From an optimization exercise on the open Yosys and OpenROAD flow, aimed at small area, a short achievable clock period and few clock cycles per item; shortcuts taken in it are not production practice. The RTL was checked by simulation tests, not by an equivalence proof against the original design. No activity file was given, so power comes from the tool's default toggle rates.

### flow/design.v
package tps_pkg;
  localparam int unsigned FREQ_W   = 24;
  localparam int unsigned PRESC_W  = 8;
  localparam int unsigned PERIOD_W = 16;
  localparam int unsigned MATCH_W  = 15;
  localparam int unsigned HZ_W     = 32;
  localparam int unsigned CFG_IDX_W  = 2;
  localparam int unsigned CFG_DATA_W = 32;
  localparam int unsigned X_W = 32;
  localparam int unsigned D_W = 24;
  localparam int unsigned ACT_W = 25;
  localparam logic [1:0] REG_CLOCK_HZ  = 2'd0;
  localparam logic [1:0] REG_PERIOD_LO = 2'd1;
  localparam logic [1:0] REG_PERIOD_HI = 2'd2;
  localparam logic [HZ_W-1:0]     CLOCK_HZ_RST  = 32'd80000000;
  localparam logic [PERIOD_W-1:0] PERIOD_LO_RST = 16'd50;
  localparam logic [PERIOD_W-1:0] PERIOD_HI_RST = 16'd65535;
endpackage
module tps_div (
  input  logic        clk,
  input  logic        rst,
  input  logic        ld,
  input  logic [31:0] ld_x,
  input  logic [23:0] ld_d,
  output logic        busy,
  output logic [31:0] quo,
  output logic [23:0] rem,
  output logic [23:0] dvs
);
  logic [5:0] cnt;
  function automatic logic [5:0] bitlen32(input logic [31:0] v);
    bitlen32 = 6'd0;
    for (int i = 0; i < 32; i++)
      if (v[i]) bitlen32 = 6'(i + 1);
  endfunction
  function automatic logic [5:0] bitlen24(input logic [23:0] v);
    bitlen24 = 6'd0;
    for (int i = 0; i < 24; i++)
      if (v[i]) bitlen24 = 6'(i + 1);
  endfunction
  logic [6:0]  steps;
  logic        none;
  logic [4:0]  sh;
  logic [55:0] aligned;
  assign steps   = {1'b0, bitlen32(ld_x)} - {1'b0, bitlen24(ld_d)} + 7'd1;
  assign none    = steps[6] || (steps == 7'd0);
  assign sh      = 5'(7'd32 - steps);
  assign aligned = {24'd0, ld_x} << sh;
  logic [24:0] rem_sh;
  logic [25:0] diff;
  assign rem_sh = {rem, quo[31]};
  assign diff   = {1'b0, rem_sh} - {2'b0, dvs};
  always_ff @(posedge clk) begin
    if (rst) begin
      cnt <= '0;
    end else if (ld) begin
      dvs <= ld_d;
      if (none) begin
        quo <= '0;
        cnt <= '0;
      end else begin
        rem <= aligned[55:32];
        quo <= aligned[31:0];
        cnt <= steps[5:0];
      end
    end else if (cnt != 0) begin
      cnt <= cnt - 6'd1;
      if (!diff[25]) begin
        rem <= diff[23:0];
        quo <= {quo[30:0], 1'b1};
      end else begin
        rem <= rem_sh[23:0];
        quo <= {quo[30:0], 1'b0};
      end
    end
  end
  assign busy = (cnt != 0);
endmodule
module tone_prescaler_period_search_unit (
  input  logic                           clk,
  input  logic                           rst,
  input  logic                           wr_en,
  input  logic [tps_pkg::CFG_IDX_W-1:0]  wr_index,
  input  logic [tps_pkg::CFG_DATA_W-1:0] wr_data,
  input  logic                           req_valid,
  output logic                           req_ready,
  input  logic [tps_pkg::FREQ_W-1:0]     req_frequency,
  output logic                           rsp_valid,
  input  logic                           rsp_ready,
  output logic [tps_pkg::PRESC_W-1:0]    rsp_prescaler,
  output logic [tps_pkg::PERIOD_W-1:0]   rsp_period,
  output logic [tps_pkg::MATCH_W-1:0]    rsp_match,
  output logic [tps_pkg::HZ_W-1:0]       rsp_achieved_hz,
  output logic                           rsp_clamped,
  output logic                           rsp_silent
);
  localparam int unsigned ACT_W = tps_pkg::ACT_W;
  typedef enum logic [3:0] {
    S_IDLE, S_LOAD, S_Q0, S_FIN, S_SIL, S_K, S_LOOP, S_PCLK, S_PER, S_ERR, S_END
  } state_t;
  state_t state;
  logic [31:0] clock_hz;
  logic [15:0] period_lo;
  logic [15:0] period_hi;
  logic [23:0] freq;
  logic [7:0]  p_cnt;
  logic        nofit;    
  logic        clamp;    
  logic [ACT_W-1:0] act_q;
  logic        div_ld;
  logic [31:0] div_x;
  logic [23:0] div_d;
  logic        div_busy;
  logic [31:0] quo;
  logic [23:0] rem;
  logic [23:0] dvs;
  tps_div u_div (
    .clk  (clk),
    .rst  (rst),
    .ld   (div_ld),
    .ld_x (div_x),
    .ld_d (div_d),
    .busy (div_busy),
    .quo  (quo),
    .rem  (rem),
    .dvs  (dvs)
  );
  logic             out_free;
  logic             hi16;       
  logic             ge_lo;      
  logic             le_hi;      
  logic             q_zero;
  logic             can_fit;    
  logic [ACT_W-1:0] act;
  logic [16:0]      hi_p1;
  assign out_free = !rsp_valid || rsp_ready;
  assign hi16     = (quo[31:16] != '0);
  assign q_zero   = (quo == '0);
  assign ge_lo    = hi16 || (quo[15:0] >= period_lo);
  assign le_hi    = !hi16 && (quo[15:0] <= period_hi);
  assign can_fit  = (period_lo <= period_hi);
  assign act      = {1'b0, freq} + ACT_W'(quo);
  assign hi_p1    = {1'b0, period_hi} + 17'd1;
  assign req_ready = (state == S_IDLE) ||
                     ((state == S_FIN || state == S_SIL) && !rsp_valid && !div_busy);
  assign rsp_match = rsp_period[15:1];
  assign rsp_achieved_hz = {7'd0, act_q};
  logic main_path;    
  assign main_path = le_hi || nofit || !can_fit || !ge_lo;
  always_comb begin
    div_ld = 1'b0;
    div_x  = clock_hz;
    div_d  = freq;
    if (!div_busy) begin
      unique case (state)
        S_LOAD: div_ld = (freq != '0);
        S_Q0: begin
          if (!q_zero) begin
            if (main_path) begin
              div_ld = 1'b1;
              div_x  = {8'd0, rem};
              div_d  = hi16 ? '1 : {8'd0, quo[15:0]};
            end else if (out_free) begin
              div_ld = 1'b1;
              div_x  = quo;
              div_d  = {7'd0, hi_p1};
            end
          end
        end
        S_LOOP: begin
          div_ld = 1'b1;
          div_x  = clock_hz;
          div_d  = {15'd0, {1'b0, p_cnt} + 9'd1};
        end
        S_PCLK: begin
          div_ld = 1'b1;
          div_x  = quo;
          div_d  = freq;
        end
        S_PER: begin
          div_ld = !q_zero && ge_lo;
          div_x  = {8'd0, rem};
          div_d  = {8'd0, quo[15:0]};
        end
        default: ;
      endcase
    end
  end
  always_ff @(posedge clk) begin
    if (rst) begin
      clock_hz  <= tps_pkg::CLOCK_HZ_RST;
      period_lo <= tps_pkg::PERIOD_LO_RST;
      period_hi <= tps_pkg::PERIOD_HI_RST;
    end else if (wr_en) begin
      case (wr_index)
        tps_pkg::REG_CLOCK_HZ:  clock_hz  <= wr_data;
        tps_pkg::REG_PERIOD_LO: period_lo <= wr_data[15:0];
        tps_pkg::REG_PERIOD_HI: period_hi <= wr_data[15:0];
        default: ;
      endcase
    end
  end
  logic accept;
  assign accept = req_valid && req_ready;
  always_ff @(posedge clk) begin
    if (rst) begin
      state     <= S_IDLE;
      rsp_valid <= 1'b0;
    end else begin
      if (rsp_valid && rsp_ready) rsp_valid <= 1'b0;
      if (accept) begin
        freq  <= req_frequency;
        nofit <= 1'b0;
      end
      unique case (state)
        S_IDLE: if (accept) state <= S_LOAD;
        S_LOAD: state <= (freq == '0) ? S_SIL : S_Q0;
        S_Q0: begin
          if (!div_busy) begin
            if (q_zero) begin
              state <= S_SIL;
            end else if (main_path) begin
              clamp <= hi16;
              state <= S_FIN;
            end else if (out_free) begin
              act_q <= '1;
              state <= S_K;
            end
          end
        end
        S_FIN: begin
          if (!div_busy && out_free) begin
            rsp_valid     <= 1'b1;
            rsp_prescaler <= '0;
            rsp_period    <= clamp ? 16'hFFFF : dvs[15:0];
            rsp_clamped   <= clamp;
            rsp_silent    <= 1'b0;
            act_q         <= act;
            state         <= accept ? S_LOAD : S_IDLE;
          end
        end
        S_SIL: begin
          if (out_free) begin
            rsp_valid     <= 1'b1;
            rsp_prescaler <= '0;
            rsp_period    <= '0;
            rsp_clamped   <= 1'b0;
            rsp_silent    <= 1'b1;
            act_q         <= '0;
            state         <= accept ? S_LOAD : S_IDLE;
          end
        end
        S_K: begin
          if (!div_busy) begin
            if (quo[31:8] != '0) begin
              nofit <= 1'b1;
              state <= S_LOAD;
            end else begin
              p_cnt <= quo[7:0];
              state <= S_LOOP;
            end
          end
        end
        S_LOOP: state <= S_PCLK;
        S_PCLK: if (!div_busy) state <= S_PER;
        S_PER: begin
          if (!div_busy) state <= (q_zero || !ge_lo) ? S_END : S_ERR;
        end
        S_ERR: begin
          if (!div_busy) begin
            if (act < act_q) begin
              act_q         <= act;
              rsp_period    <= dvs[15:0];
              rsp_prescaler <= p_cnt;
            end
            if (q_zero || p_cnt == 8'd255) begin
              state <= S_END;
            end else begin
              p_cnt <= p_cnt + 8'd1;
              state <= S_LOOP;
            end
          end
        end
        S_END: begin
          if (act_q == '1) begin
            nofit <= 1'b1;
            state <= S_LOAD;
          end else begin
            rsp_valid   <= 1'b1;
            rsp_clamped <= 1'b0;
            rsp_silent  <= 1'b0;
            state       <= S_IDLE;
          end
        end
        default: state <= S_IDLE;
      endcase
    end
  end
endmodule
### flow/run.sh
#!/bin/bash
# synth_recipe.tcl (not shown) runs the flow's synth.tcl, then flattens the netlist and writes it again
# the make line also repeats each setting of config.mk as NAME=value (left out here)
make -C /OpenROAD-flow-scripts/flow DESIGN_CONFIG=/design/flow/config.mk WORK_HOME=/design/flow/orfs CLKGATE_MAP_FILE= SYNTH_SCRIPT=/design/flow/synth_recipe.tcl finish
### flow/config.mk
export PLATFORM = sky130hd
export DESIGN_NAME = tone_prescaler_period_search_unit
export DESIGN_NICKNAME = tone_prescaler_period_search_unit
export VERILOG_FILES = /design/flow/design.v
export SDC_FILE = /design/flow/constraint.sdc
export NUM_CORES = 4
export LEC_CHECK = 0
export CAP_MARGIN = 20
export CORE_MARGIN = 2
export CORE_UTILIZATION = 40
export SLEW_MARGIN = 20
### flow/constraint.sdc
create_clock -name core_clock -period 7.0 [get_ports {clk}]
set_input_delay 1.4000 -clock core_clock [delete_from_list [all_inputs] [get_ports {clk}]]
set_output_delay 1.4000 -clock core_clock [all_outputs]
set_load 0.01 [all_outputs]
==> summary.txt <==
Outcome
  – Run status: no timing/DRC/antenna violations

STA
  – Fmax: 146.3 MHz
  – Clk_skew: 0.01674 ns
  – Period utilisation layout: 0.9763
  – Minimum clock period: 6.834 ns
  – Minimum hold slack: 0.4739 ns
  – Worst Tran Pin Value: 0.9297 ns
  – Final Setup Violations: 0
  – Final hold violations: 0
  – Final WS setup: 0.1661 ns
  – Unrepaired setup endpoints after global routing: yes
  – Slew margin rel.: 0.3764
  – Max Slew Vio Count: 0

Synthesis
  – EDFF count, synth: 165
  – Largest family of logic cells by synthesized area: compound AO/OA/AOI/OAI gates
  – Predominant post-synthesis flop cell: edfxtp_1
  – Area share of fa/ha/maj cells after synthesis: 0.08892
  – Post-synthesis mux area share: 0.05907
  – Fraction of registers with async set or reset after synthesis: 0
  – Syn Inst Count: 2286
  – Yosys warnings: 2
  – Synth cell types: 108
  – Simple-gate share of the synthesized area: 0.1944
  – Post-synthesis compound-gate area fraction: 0.2336
  – Post-synthesis xor/xnor area fraction: 0.03319
  – Seq/Total Area, Yosys: 0.3306
  – Syn Area/Cell: 8.543 µm²
  – Mapped Area: 19530 µm²
  – Seq cells post-synth: 240

Run
  – Max_cap viols: 0

Worst setup path
  – CP top delay family: compound AO/OA/AOI/OAI gates
  – Critical Path Source: u_div.quo[10]
  – Slowest-stage cell, CP: or4_1
  – Setup crit end kind: flip-flop
  – Crit path required time: 7.42 ns
  – Max stage delay on crit path: 0.57 ns
  – CP Class: flip-flop to flip-flop
  – Worst-path maximum fanout: 32
  – Critical Path Most Common Cell: ha_1
  – WP buf/inv: 6
  – Data arrival, critical path: 7.25 ns
  – CP startpoint kind: flip-flop
  – Worst reg2reg startpoint: u_div.quo[10]

Final layout
  – Area of the multi-input gates: 12180 µm²
  – Area growth from synthesis to layout: 25.69%
  – Non-filler cells, final: 3247
  – Nets@finish: 2808
  – N_diodes: 0
  – Most frequent cells in the layout: 319 x nand2_1, 286 x buf_4, 200 x nor2_1
  – Commonest non-fill, non-tap cell in the layout: nand2_1
  – Register Area: 6460 µm²
  – Fill cell count: 4536
  – Final core occ: 0.5120
  – Share of post-route cells with drive strength above 1: 0.1888

Clock tree
  – CTS buffer count: 30
  – H-tree depth: 1
  – CTS Buffer Depth: 3
  – Clock Latency Late Sink: 0.59 ns
  – Clock tree sinks: 240
  – TritonCTS clock tree: yes
  – Clock Pin Slew Worst Setup and Hold Paths: 0.06 ns
  – Clock root cell: clkbuf_16
  – Cts hold-fix bufs: 0

Routing
  – Final WL: 81890 µm
  – DR pass1 iterations: 5
  – Via/cell ratio: 6.081
  – Initial DRC Count: 2048
  – Routed Antenna Nets: 0
  – # DRC: 0
  – Vias: 19.75k
  – Avg WL per Cell: 25.22 µm

Floorplan
  – I/O pin cnt: 138
  – Chip Width: 225.0 µm
  – Core Area: 47950 µm²
  – Initial Util: 0.4073
  – Die footprint: 50610 µm²
  – Die height: 225.0 µm
  – FP Rows: 80

Global route
  – First-pass GRT wire length: 120900 µm
  – Largest net degree at the start of global routing: 38
  – All-Layer GR Usage: 0.3188
  – Total grt overflow: 0
  – Initial antenna violation count: 0
  – Vias in the first global route: 18.95k

Pwr
  – Max IR drop VDD: 397.8 µV
  – Leak pwr: 9.875 nW
  – Power Density: 546.5 nW/µm²

Placement
  – HPWL Detailed: 64910 µm
  – # placed instances: 3186
  – DP Worst Slack: -0.07372 ns
  – Port bufs: 130
  – Gpl congestion: 0.9815

Hold path
  – Hold Crit Start: clock_hz[25]
  – Worst hold path type: flip-flop to flip-flop
## report_power, final
part	switching [W]	internal (W)	total, W
sequential	0.000490	0.00203	0.00252
combinational	0.00533	0.00403	0.00935
clock	0.000656	0.000884	0.00154
total	0.00647	0.00694	0.0134
## final timing paths
check                   to  slack, ns  depth (start not counted)
max          u_div.quo[25]       0.17                         27
min           clock_hz[25]       0.47                          2
max reg2reg  u_div.quo[25]       0.17                         27
min reg2reg   clock_hz[25]       0.47                          2
## kinds of logic (layout without fill, tap and decap cells)
kind of cell,after synthesis,after routing
simple gates,812,812
flops,240,240
buf+inv,271,611
other cells,1,7
fa+ha+maj,137,137
xor+xnor,74,74
compound gates,665,665
mux,86,86
## area by class of cell
class	instances	area share
Sequential cell	240	0.2632
Timing Repair Buffer	429	0.1509
Clock inverter	20	0.006830
Tap cell	615	0.03135
Multi-Input combinational cell	1781	0.4961
Inverter	126	0.01937
Clock buffer	36	0.03237
## Yosys cell counts (all sizes together) (44+ instances only)
| master | instances | share of area |
|---|---|---|
| nand2 | 323 | 0.063 |
| nor2 | 205 | 0.040 |
| a21oi | 193 | 0.050 |
| edfxtp | 165 | 0.25 |
| ha | 134 | 0.086 |
| inv | 125 | 0.024 |
| o21ai | 112 | 0.029 |
| clkbuf | 91 | 0.017 |
| dfxtp | 75 | 0.077 |
| buf | 54 | 0.018 |
| nand3 | 54 | 0.014 |
| mux2i | 44 | 0.023 |
## worst reg2reg max path, cell delays in order (launching register included)
cell and delay (ns):
edfxtp_1 0.49, ha_1 0.35, nand4_1 0.14, or4_1 0.57, or3_1 0.35, a21bo_2 0.23
buf_12 0.17, nor2_4 0.08, buf_4 0.19, a2111oi_0 0.37, o22ai_1 0.20, nor2_1 0.13
o31ai_1 0.09, a21o_1 0.18, a211oi_1 0.20, nor3_1 0.08, buf_4 0.16, ha_1 0.27
inv_1 0.04, ha_1 0.29, inv_1 0.05, ha_1 0.34, buf_12 0.24, mux4_2 0.57
mux2i_1 0.32, mux2_2 0.27, nor2_1 0.07, o31ai_1 0.23
## layer usage
metal / wire (µm) / global-route usage / vias up
met3: 5996 / 0.04472 / 220
met2: 37710 / 0.5279 / 874
met1: 33260 / 0.4075 / 9556
met5: 0 / 0 / -
li1: - / - / 9095
met4: 4916 / 0.1592 / 0
## state kept, by name (all words and copies together), names as in the netlist, 4 cells and up
register and count:
state 4, rsp_period 16, rsp_prescaler 8, period_lo 16, p_cnt 8, freq 24
u_div.quo 32, u_div.dvs 24, clock_hz 32, u_div.rem 24, period_hi 16, u_div.cnt 6
act_q 25
## metrics by stage
| step | cell area [µm²] | setup TNS, ns | total power (W) |
|---|---|---|---|
| floorplan | 19550 | 0 | 0.007290 |
| global route | 24550 | -1.016 | 0.01412 |
| global placement | 23360 | 0 | 0.01148 |
| CTS | 24330 | 0 | 0.01312 |
| finish | 24550 | 0 | 0.01341 |
| detailed placement | 23360 | -0.2589 | 0.01153 |
## what timing repair did
| action | in CTS | in global routing |
|---|---|---|
| setup endpoints to repair | 18 | 86 |
| cloned | 0 | 0 |
| endpoints found under the hold margin | 0 | 0 |
| setup buffers | 0 | 5 |
| pin swaps | 0 | 8 |
| resized for setup | 2 | 45 |
Testbench counts, summed over its fixed seeds: cycles 12,659, items 576.

-- re-timing with driven ports --
In the flow no input, the clock included, has a driving cell. The finished layout below was timed again as built, in two steps.
Step 1 assumes that a clkbuf_16 drives the clock port and a buf_2 every other input.
Step 2 also shifts input and output timing later by t, the mid clock arrival at the registers, as if the neighbouring blocks saw the same clock.
a / b / c = ideal ports / drivers / drivers and shift; a / b = the first two.
t (ns): 0.641
slack for setup (ns): 0.166 / 0.166 / -0.092
worst setup path after step 2: input to register
clock arrival spread, ns: 0.017 / 0.017
worst slew at a driven data input, ns: 0.06
With both steps, setup timing fails in this run, where it was met with ideal ports. The setup slack of this run moves by 0.000 ns with the drivers and by -0.258 ns with both steps.
